From an optimization exercise on the open Yosys and OpenROAD flow, aimed at small area, a short achievable clock period and few clock cycles per item; shortcuts taken in it are not production practice. Function was checked by simulation only, so behaviour that the tests miss may differ from the original. Power figures rest on the tool's default switching activity, not on a simulated workload.

## design.v

```verilog
package corePkg;
    typedef logic [31:0] dataWord;
    typedef logic [31:0] instrWord;
    typedef logic [4:0]  regAddr;
    typedef logic [4:0]  shiftAmt;
    typedef logic [5:0]  opcodeField;
    typedef logic [5:0]  functField;
    localparam opcodeField OpRType = 6'h00;
    localparam opcodeField OpAddi  = 6'h08;
    localparam opcodeField OpAddiu = 6'h09;
    localparam opcodeField OpSlti  = 6'h0A;
    localparam opcodeField OpAndi  = 6'h0C;
    localparam opcodeField OpOri   = 6'h0D;
    localparam opcodeField OpXori  = 6'h0E;
    localparam opcodeField OpLui   = 6'h0F;
    localparam functField FnSll  = 6'h00;
    localparam functField FnSrl  = 6'h02;
    localparam functField FnSra  = 6'h03;
    localparam functField FnAdd  = 6'h20;
    localparam functField FnAddu = 6'h21;
    localparam functField FnSub  = 6'h22;
    localparam functField FnSubu = 6'h23;
    localparam functField FnAnd  = 6'h24;
    localparam functField FnOr   = 6'h25;
    localparam functField FnXor  = 6'h26;
    localparam functField FnNor  = 6'h27;
    localparam functField FnSlt  = 6'h2A;
    typedef enum logic [3:0] {
        AluAdd,
        AluSub,
        AluAnd,
        AluOr,
        AluXor,
        AluNor,
        AluSlt,
        AluSll,
        AluSrl,
        AluSra,
        AluLui
    } aluOp;
endpackage
module instrDecoder (
    input  corePkg::instrWord instr,
    output logic     supported,
    output logic     useImm,
    output corePkg::dataWord  imm,
    output corePkg::regAddr   srcA,
    output corePkg::regAddr   srcB,
    output corePkg::regAddr   dest,
    output logic     selSum,
    output logic     subMode,
    output logic     selSlt,
    output logic     selLog,
    output logic [3:0] logTable,
    output logic     selShl,
    output logic     selShr,
    output logic     arith
);
    corePkg::opcodeField opcode;
    corePkg::functField  funct;
    logic rtype;
    assign opcode = instr[31:26];
    assign funct  = instr[5:0];
    assign rtype  = (opcode == corePkg::OpRType);
    assign srcA = instr[25:21];
    assign srcB = instr[20:16];
    always_comb begin
        supported = 1'b0;
        useImm    = 1'b0;
        dest      = instr[15:11];
        imm       = {16'h0000, instr[15:0]};
        selSum    = 1'b0;
        subMode   = 1'b0;
        selSlt    = 1'b0;
        selLog    = 1'b0;
        logTable  = 4'b0000;
        selShl    = 1'b0;
        selShr    = 1'b0;
        arith     = 1'b0;
        case (opcode)
            corePkg::OpRType: begin
                supported = 1'b1;
                case (funct)
                    corePkg::FnAdd, corePkg::FnAddu: selSum = 1'b1;
                    corePkg::FnSub, corePkg::FnSubu: begin
                        selSum  = 1'b1;
                        subMode = 1'b1;
                    end
                    corePkg::FnAnd: begin selLog = 1'b1; logTable = 4'b1000; end
                    corePkg::FnOr:  begin selLog = 1'b1; logTable = 4'b1110; end
                    corePkg::FnXor: begin selLog = 1'b1; logTable = 4'b0110; end
                    corePkg::FnNor: begin selLog = 1'b1; logTable = 4'b0001; end
                    corePkg::FnSlt: begin
                        selSlt  = 1'b1;
                        subMode = 1'b1;
                    end
                    corePkg::FnSll: selShl = 1'b1;
                    corePkg::FnSrl: selShr = 1'b1;
                    corePkg::FnSra: begin selShr = 1'b1; arith = 1'b1; end
                    default: supported = 1'b0;
                endcase
            end
            corePkg::OpAddi, corePkg::OpAddiu: begin
                supported = 1'b1;
                useImm    = 1'b1;
                dest      = instr[20:16];
                imm       = {{16{instr[15]}}, instr[15:0]};
                selSum    = 1'b1;
            end
            corePkg::OpSlti: begin
                supported = 1'b1;
                useImm    = 1'b1;
                dest      = instr[20:16];
                imm       = {{16{instr[15]}}, instr[15:0]};
                selSlt    = 1'b1;
                subMode   = 1'b1;
            end
            corePkg::OpAndi: begin
                supported = 1'b1; useImm = 1'b1; dest = instr[20:16];
                selLog = 1'b1; logTable = 4'b1000;
            end
            corePkg::OpOri: begin
                supported = 1'b1; useImm = 1'b1; dest = instr[20:16];
                selLog = 1'b1; logTable = 4'b1110;
            end
            corePkg::OpXori: begin
                supported = 1'b1; useImm = 1'b1; dest = instr[20:16];
                selLog = 1'b1; logTable = 4'b0110;
            end
            corePkg::OpLui: begin
                supported = 1'b1; useImm = 1'b1; dest = instr[20:16];
                imm       = {instr[15:0], 16'h0000};
                selLog = 1'b1; logTable = 4'b1010;
            end
            default: supported = 1'b0;
        endcase
    end
    logic unusedRtype;
    assign unusedRtype = rtype;
endmodule
module regFile (
    input  logic    clk,
    input  logic    clear,
    input  corePkg::regAddr  readAddrA,
    input  corePkg::regAddr  readAddrB,
    output corePkg::dataWord readDataA,
    output corePkg::dataWord readDataB,
    input  logic    writeEn,
    input  corePkg::regAddr  writeAddr,
    input  corePkg::dataWord writeData
);
    corePkg::dataWord regs [1:31];
    corePkg::dataWord rowData;
    logic [31:1] rowEn;
    assign rowData = writeData & {32{~clear}};
    always_comb begin
        for (int i = 1; i < 32; i++) begin
            rowEn[i] = clear || (writeEn && writeAddr == 5'(i));
        end
    end
    always_ff @(posedge clk) begin
        for (int i = 1; i < 32; i++) begin
            if (rowEn[i]) regs[i] <= rowData;
        end
    end
    always_comb begin
        readDataA = '0;
        readDataB = '0;
        for (int i = 1; i < 32; i++) begin
            readDataA = readDataA | (regs[i] & {32{readAddrA == 5'(i)}});
            readDataB = readDataB | (regs[i] & {32{readAddrB == 5'(i)}});
        end
    end
endmodule
module decodeStage (
    input  logic     clk,
    input  logic     rst,
    input  logic     advance,
    input  corePkg::instrWord instr,
    input  logic     instrValid,
    input  corePkg::dataWord  aluResult,
    output logic     exValid,
    output corePkg::regAddr   exDest,
    output corePkg::dataWord  opA,
    output corePkg::dataWord  opB,
    output logic     selSum,
    output logic     subMode,
    output logic     selSlt,
    output logic     selLog,
    output logic [3:0] logTable,
    output logic     selShl,
    output logic     selShr,
    output logic     arith,
    output corePkg::shiftAmt  shamt
);
    logic     irValid;
    corePkg::instrWord ir;
    always_ff @(posedge clk) begin
        if (rst) begin
            irValid <= 1'b0;
        end else if (advance) begin
            irValid <= instrValid;
        end
    end
    always_ff @(posedge clk) begin
        if (advance) begin
            ir <= instr;
        end
    end
    logic     supported;
    logic     useImm;
    corePkg::dataWord  imm;
    corePkg::regAddr   srcA;
    corePkg::regAddr   srcB;
    corePkg::regAddr   dest;
    logic     dSelSum, dSubMode, dSelSlt, dSelLog, dSelShl, dSelShr, dArith;
    logic [3:0] dLogTable;
    instrDecoder decoder0 (
        .instr     (ir),
        .supported (supported),
        .useImm    (useImm),
        .imm       (imm),
        .srcA      (srcA),
        .srcB      (srcB),
        .dest      (dest),
        .selSum    (dSelSum),
        .subMode   (dSubMode),
        .selSlt    (dSelSlt),
        .selLog    (dSelLog),
        .logTable  (dLogTable),
        .selShl    (dSelShl),
        .selShr    (dSelShr),
        .arith     (dArith)
    );
    logic     rstHeld;
    corePkg::dataWord  rfDataA;
    corePkg::dataWord  rfDataB;
    always_ff @(posedge clk) begin
        rstHeld <= rst;
    end
    regFile regFile0 (
        .clk       (clk),
        .clear     (rstHeld),
        .readAddrA (srcA),
        .readAddrB (srcB),
        .readDataA (rfDataA),
        .readDataB (rfDataB),
        .writeEn   (advance && exValid),
        .writeAddr (exDest),
        .writeData (aluResult)
    );
    logic     exWrites;
    logic     fwdA;
    logic     fwdB;
    assign exWrites = exValid && (exDest != 5'd0);
    assign fwdA = exWrites && (exDest == srcA);
    assign fwdB = exWrites && (exDest == srcB) && !useImm;
    corePkg::dataWord  nextA;
    corePkg::dataWord  nextB;
    assign nextA = fwdA ? aluResult : rfDataA;
    assign nextB = fwdB ? aluResult : (useImm ? imm : rfDataB);
    always_ff @(posedge clk) begin
        if (rst) begin
            exValid <= 1'b0;
        end else if (advance) begin
            exValid <= irValid && supported;
        end
    end
    always_ff @(posedge clk) begin
        if (advance) begin
            exDest   <= dest;
            opA      <= nextA;
            opB      <= nextB;
            selSum   <= dSelSum;
            subMode  <= dSubMode;
            selSlt   <= dSelSlt;
            selLog   <= dSelLog;
            logTable <= dLogTable;
            selShl   <= dSelShl;
            selShr   <= dSelShr;
            arith    <= dArith;
            shamt    <= ir[10:6];
        end
    end
endmodule
module executeStage (
    input  corePkg::dataWord opA,
    input  corePkg::dataWord opB,
    input  logic    selSum,
    input  logic    subMode,
    input  logic    selSlt,
    input  logic    selLog,
    input  logic [3:0] logTable,
    input  logic    selShl,
    input  logic    selShr,
    input  logic    arith,
    input  corePkg::shiftAmt shamt,
    output corePkg::dataWord aluResult
);
    corePkg::dataWord sum;
    corePkg::dataWord logicOut;
    corePkg::dataWord shIn;
    corePkg::dataWord shOut;
    corePkg::dataWord shRev;
    logic    lessThan;
    assign sum = opA + (opB ^ {32{subMode}}) + {31'b0, subMode};
    assign lessThan = (opA[31] ^ opB[31]) ? opA[31] : sum[31];
    always_comb begin
        for (int i = 0; i < 32; i++) begin
            logicOut[i] = logTable[{opA[i], opB[i]}];
        end
    end
    always_comb begin
        for (int i = 0; i < 32; i++) begin
            shIn[i]  = selShl ? opB[31 - i] : opB[i];
        end
    end
    logic [32:0] shWide;
    assign shWide = $signed({arith & opB[31], shIn}) >>> shamt;
    assign shOut  = shWide[31:0];
    always_comb begin
        for (int i = 0; i < 32; i++) begin
            shRev[i] = shOut[31 - i];
        end
    end
    assign aluResult = ({32{selSum}} & sum)
                     | ({32{selLog}} & logicOut)
                     | ({32{selShr}} & shOut)
                     | ({32{selShl}} & shRev)
                     | {31'b0, selSlt & lessThan};
endmodule
module resultStage (
    input  logic    clk,
    input  logic    rst,
    input  logic    exValid,
    input  corePkg::regAddr  exDest,
    input  corePkg::dataWord aluResult,
    input  logic    wbReady,
    output corePkg::regAddr  wbReg,
    output corePkg::dataWord wbData,
    output logic    wbValid,
    output logic    advance
);
    logic    skidValid;
    corePkg::regAddr  skidReg;
    corePkg::dataWord skidData;
    logic    outLoad;
    assign advance = !skidValid;
    assign outLoad = !wbValid || wbReady;
    always_ff @(posedge clk) begin
        if (rst) begin
            wbValid   <= 1'b0;
            skidValid <= 1'b0;
        end else begin
            wbValid   <= !outLoad || skidValid || exValid;
            skidValid <= (skidValid || (wbValid && exValid)) && !wbReady;
        end
    end
    always_ff @(posedge clk) begin
        if (outLoad) begin
            wbReg  <= skidValid ? skidReg  : exDest;
            wbData <= skidValid ? skidData : aluResult;
        end
    end
    always_ff @(posedge clk) begin
        if (!skidValid) begin
            skidReg  <= exDest;
            skidData <= aluResult;
        end
    end
endmodule
module aluCore (
    input  logic     clk,
    input  logic     rst,
    input  corePkg::instrWord instr,
    input  logic     instrValid,
    output logic     instrReady,
    output corePkg::regAddr   wbReg,
    output corePkg::dataWord  wbData,
    output logic     wbValid,
    input  logic     wbReady
);
    logic    advance;
    logic    exValid;
    corePkg::regAddr  exDest;
    corePkg::dataWord opA;
    corePkg::dataWord opB;
    logic    selSum, subMode, selSlt, selLog, selShl, selShr, arith;
    logic [3:0] logTable;
    corePkg::shiftAmt shamt;
    corePkg::dataWord aluResult;
    assign instrReady = advance;
    decodeStage decode0 (
        .clk        (clk),
        .rst        (rst),
        .advance    (advance),
        .instr      (instr),
        .instrValid (instrValid),
        .aluResult  (aluResult),
        .exValid    (exValid),
        .exDest     (exDest),
        .opA        (opA),
        .opB        (opB),
        .selSum     (selSum),
        .subMode    (subMode),
        .selSlt     (selSlt),
        .selLog     (selLog),
        .logTable   (logTable),
        .selShl     (selShl),
        .selShr     (selShr),
        .arith      (arith),
        .shamt      (shamt)
    );
    executeStage execute0 (
        .opA       (opA),
        .opB       (opB),
        .selSum    (selSum),
        .subMode   (subMode),
        .selSlt    (selSlt),
        .selLog    (selLog),
        .logTable  (logTable),
        .selShl    (selShl),
        .selShr    (selShr),
        .arith     (arith),
        .shamt     (shamt),
        .aluResult (aluResult)
    );
    resultStage result0 (
        .clk       (clk),
        .rst       (rst),
        .exValid   (exValid && advance),
        .exDest    (exDest),
        .aluResult (aluResult),
        .wbReady   (wbReady),
        .wbReg     (wbReg),
        .wbData    (wbData),
        .wbValid   (wbValid),
        .advance   (advance)
    );
endmodule
```

## run.sh

```bash
#!/bin/bash
# synth_recipe.tcl (not shown) runs the flow's synth.tcl, then flattens the netlist and writes it again
# the make line also repeats each setting of config.mk as NAME=value (left out here)
make -C /OpenROAD-flow-scripts/flow DESIGN_CONFIG=/design/flow/config.mk WORK_HOME=/design/flow/orfs CLKGATE_MAP_FILE= SYNTH_SCRIPT=/design/flow/synth_recipe.tcl finish
```

## config.mk

```make
export PLATFORM = sky130hd
export DESIGN_NAME = aluCore
export DESIGN_NICKNAME = aluCore
export VERILOG_FILES = /design/flow/design.v
export SDC_FILE = /design/flow/constraint.sdc
export NUM_CORES = 4
export LEC_CHECK = 0
export CAP_MARGIN = 20
export CORE_MARGIN = 2
export CORE_UTILIZATION = 40
export SLEW_MARGIN = 20
```

## constraint.sdc

```tcl
create_clock -name core_clock -period 6.0 [get_ports {clk}]
set_input_delay 1.2000 -clock core_clock [delete_from_list [all_inputs] [get_ports {clk}]]
set_output_delay 1.2000 -clock core_clock [all_outputs]
set_load 0.01 [all_outputs]
```

==> notes.md <==
-- power breakdown --
group          internal [mW]  switching, mW  total, mW
Clock                   4.33           3.36       7.69
Combinational          0.745           1.63       2.38
Sequential              9.54          0.444       9.98
Total                   14.6           5.43       20.0
-- through the flow --
stage	setup slack (ps)	cells	power, mW	area, sq um	utilization [%]
final	912	6193	20.0	64300	46.6
after global routing	777	6185	20.4	64300	46.6
after CTS	1100	6176	19.9	64100	46.5
after detailed placement	1090	5957	12.3	60200	43.7
after global placement	1100	5955	12.3	60200	43.6
after floorplan	650	4188	11.2	55700	-
-- cells by family after synthesis --
family	count (synthesis)	share of synthesized area, %
compound gates	1419	19.1
fa+ha+maj	31	0.710
buf+inv	369	2.61
xor+xnor	62	0.975
simple gates	952	8.11
mux	167	5.17
flops	1188	63.3
-- worst max path at each step --
| stage | to | slack (ps) | depth (start not counted) |
|---|---|---|---|
| 2_1_floorplan | instrReady | 650 | 3 |
| 3_3_place_gp | decode0.regFile0.regs[26][17] | 1100 | 12 |
| 3_5_place_dp | decode0.regFile0.regs[28][17] | 1090 | 12 |
| 4_1_cts | decode0.regFile0.regs[24][17] | 1100 | 12 |
| 5_1_grt | decode0.regFile0.regs[10][29] | 780 | 12 |
| 6_report | decode0.regFile0.regs[28][29] | 910 | 12 |
-- placed cells by master, fill, tap and decap left out, drive strengths merged, types with 74 or more instances in the layout --
cell,instances
a22oi,781
nand2,302
nor2,215
clkdlybuf4s50,74
buf,243
nor3,91
edfxtp,1146
nand3,97
clkbuf,148
nand4,87
a21oi,128
mux4,93
-- cell type report --
type / count / share of cell area (%)
sequential: 1188 / 54.9
multi-input combinational: 2631 / 30.8
timing repair buffer: 319 / 4.48
tap: 1794 / 3.49
clock inverter: 73 / 1.31
inverter: 30 / 0.183
clock buffer: 146 / 4.84
antenna: 12 / 0.0467
-- cell usage after synthesis, types with 8 or more instances --
| library cell | instances | share of area, % |
|---|---|---|
| and3_1 | 37 | 0.42 |
| nand2_1 | 302 | 2.0 |
| nand4_1 | 87 | 0.98 |
| mux2i_1 | 43 | 0.77 |
| a22oi_1 | 781 | 11 |
| a31oi_1 | 28 | 0.31 |
| buf_1 | 43 | 0.29 |
| a22o_1 | 60 | 0.94 |
| xor2_1 | 36 | 0.57 |
| mux2_2 | 30 | 0.61 |
| nand2b_1 | 16 | 0.18 |
| nor2b_1 | 17 | 0.19 |
| o21a_1 | 14 | 0.19 |
| a21oi_1 | 128 | 1.1 |
| o21bai_1 | 19 | 0.26 |
| mux4_2 | 92 | 3.7 |
| nor2_1 | 215 | 1.4 |
| a31o_2 | 15 | 0.24 |
| nor3_1 | 90 | 0.81 |
| a221o_1 | 58 | 1.0 |
| o21ai_0 | 63 | 0.57 |
| nand3b_1 | 9 | 0.12 |
| nor4_1 | 23 | 0.26 |
| nand3_1 | 97 | 0.87 |
| o211ai_1 | 22 | 0.30 |
| a222oi_1 | 65 | 1.2 |
| a221oi_1 | 23 | 0.36 |
| a21o_1 | 40 | 0.54 |
| dfxtp_1 | 42 | 1.5 |
| xnor2_1 | 26 | 0.41 |
| o31ai_1 | 11 | 0.15 |
| ha_1 | 30 | 0.67 |
| edfxtp_1 | 1146 | 62 |
| or2_2 | 12 | 0.13 |
| a211oi_1 | 19 | 0.26 |
| clkbuf_1 | 274 | 1.8 |
| buf_2 | 13 | 0.12 |
| inv_1 | 26 | 0.18 |
| o221ai_1 | 8 | 0.13 |
-- metal layers --
layer	vias up	track usage [%]	routed length, microns
met3	1643	17.4	50300
met2	5429	53.9	112000
li1	17518	-	-
met5	-	0.480	258
met1	22811	45.8	88200
met4	24	26.6	27300
-- worst min-delay path, delay by kind of cell (launching register included) --
family           cells  cell delay (ps)
flip-flops           1              310
AO/OA/AOI/OAI        1               80
AND/OR/NAND/NOR      1               40
-- registers in the layout (all words and copies together), names as in the netlist --
| name | cells |
|---|---|
| decode0.arith | 1 |
| decode0.exDest | 5 |
| decode0.exValid | 1 |
| decode0.ir | 32 |
| decode0.irValid | 1 |
| decode0.logTable | 4 |
| decode0.opA | 32 |
| decode0.opB | 32 |
| decode0.regFile0.regs | 992 |
| decode0.rstHeld | 1 |
| decode0.selLog | 1 |
| decode0.selShl | 1 |
| decode0.selShr | 1 |
| decode0.selSlt | 1 |
| decode0.selSum | 1 |
| decode0.shamt | 5 |
| decode0.subMode | 1 |
| result0.skidData | 32 |
| result0.skidReg | 5 |
| result0.skidValid | 1 |
| result0.wbData | 32 |
| result0.wbReg | 5 |
| result0.wbValid | 1 |
==> qor.yml <==
synth:
  synth_flop_cell: "edfxtp_1"
  avgSynthCellArea_sq_um: 13.3
  yosysSeqAreaShare_pct: 63.3
  syn_inst: 4188
  syn-cell-area_sq_um: 55700
  syn_nets: 4255
  synth_edf_count: 1146
  synth_cell_types: 86
  async_flop_share_pct: 0
  synth-seq-cells: 1188
  synth_warnings: 6
critical_path:
  cp-end-kind: "flip-flop"
  r2r-start: "decode0.subMode"
  required_ps: 6550
  critPathSlowestCell: "a2111oi_0"
  critPathArrivalTime_ps: 5640
  cp_num_buf_inv: 2
  reg2regPathDepth: 12
  crit_type: "flip-flop to flip-flop"
  cp_slowest_stage_delay_ps: 930
  crit_family: "compound AO/OA/AOI/OAI gates"
  crit_chain: "buf_4 -> xor2_1 -> ha_1 -> o211ai_1 -> o21ai_0 -> a31oi_1 -> a2111oi_0 -> o211ai_1 -> and4_1 -> o31ai_1 -> nor2b_2 -> buf_4"
  critPathLaunch: "decode0.subMode"
  regToRegSetupSlack_ps: 910
  r2r-end: "decode0.regFile0.regs[28][29]"
  path_max_fanout: 31
  start_kind: "flip-flop"
global_route:
  grt.overflow.total: 0
  grt_use_total_pct: 38.1
  antenna_found_initial: 22
  grt_pass1_wl_microns: 371000
  grt_max_degree: 73
  grt_pass1_vias: 43799
floorplan:
  start_util_pct: 40.4
  die_x_microns: 377
  core_sq_um: 138000
  die_h_microns: 377
  io_pins: 75
  die-area_sq_um: 142000
  num_rows: 136
clocking:
  cts_resized: 0
  postCtsHoldBufs: 0
  numCtsBuffers: 118
  clk_pin_slew_worst_paths_ps: 60
  clk_path_buf_depth: 3
  htree_levels: 3
  cts_tree: "built"
  clockRootBuffer: "clkbuf_16"
  cts.sinks: 1188
  worstSkewPairLatency_ps: 790
  postCtsSetupBuffers: 0
run_status:
  status: "no timing/DRC/antenna violations"
cells_and_area:
  layout-drive-gt1-share_pct: 15.9
  finalNetCount: 4355
  final-seq-area_sq_um: 35300
  fillers: 12123
  multi_input_area_sq_um: 19800
  syn2layout_area_growth_pct: 15.4
detailed_routing:
  ant_nets: 0
  drt-pass1-iter-count: 14
  drt_iter0_drc: 10828
  routed_via_density: 7.66
  drc: 0
  routed_wl_microns: 278000
  vias: 47425
  wl_per_cell_microns: 44.8
sta:
  maxSlewViolCount: 0
  clock_skew_ps: 80.6
  fin_crit_sh_pct: 84.8
  hold_ws_ps: 466
  relSlewSlack_pct: 11.7
  final_hold_viol_count: 0
  tns_ps: 0
  rsz0062_at_grt: "false"
  setup_viol: 0
  finalCriticalPeriod_ps: 5090
  tightest_slew_ps: 1320
  max_freq_ghz: 0.197
power:
  p_leak_nw: 22.8
  ir_drop_v: 0.000284
  pwr_density_cell_nw_per_um2: 312
placement:
  hpwl_microns: 171000
  place_congestion: 1.01
  io_buffers: 74
worst_hold_path:
  hold_path_class: "flip-flop to flip-flop"
  hold_path_end: "result0.skidReg[2]"
  min_from: "result0.skidReg[2]"
  hold_depth: 2
job:
  cap_violations: 0
Testbench counts, summed over its fixed seeds: cycles 8,024, items 8,000.

[static timing again, ports no longer ideal]
Ports are ideal in the flow. The routed layout listed here was re-timed in OpenROAD. Step 1 (the two cells are an assumption about what drives the block):
set clk [get_ports {clk}]
set_driving_cell -lib_cell sky130_fd_sc_hd__clkbuf_16 $clk
set_driving_cell -lib_cell sky130_fd_sc_hd__buf_2 [delete_from_list [all_inputs] $clk]
Step 2 adds t to the input delays and takes it off the output delays; t is the mean of the earliest and latest rising clock arrival at the registers after step 1. Input paths then give back, and output paths get back, about the clock's delay inside the block. Three values: ideal, step 1, step 2; two values: the first two.
t, ns: 0.825
slack for setup (ns): 0.912 / 0.912 / 0.912
worst hold slack (ns): 0.466 / 0.466 / 0.466
worst register clock-pin slew, ns: 0.07 / 0.07
After both steps this run still meets setup and hold. For this run, drivers alone change the setup slack by 0.000 ns; drivers and shift together by 0.000 ns.
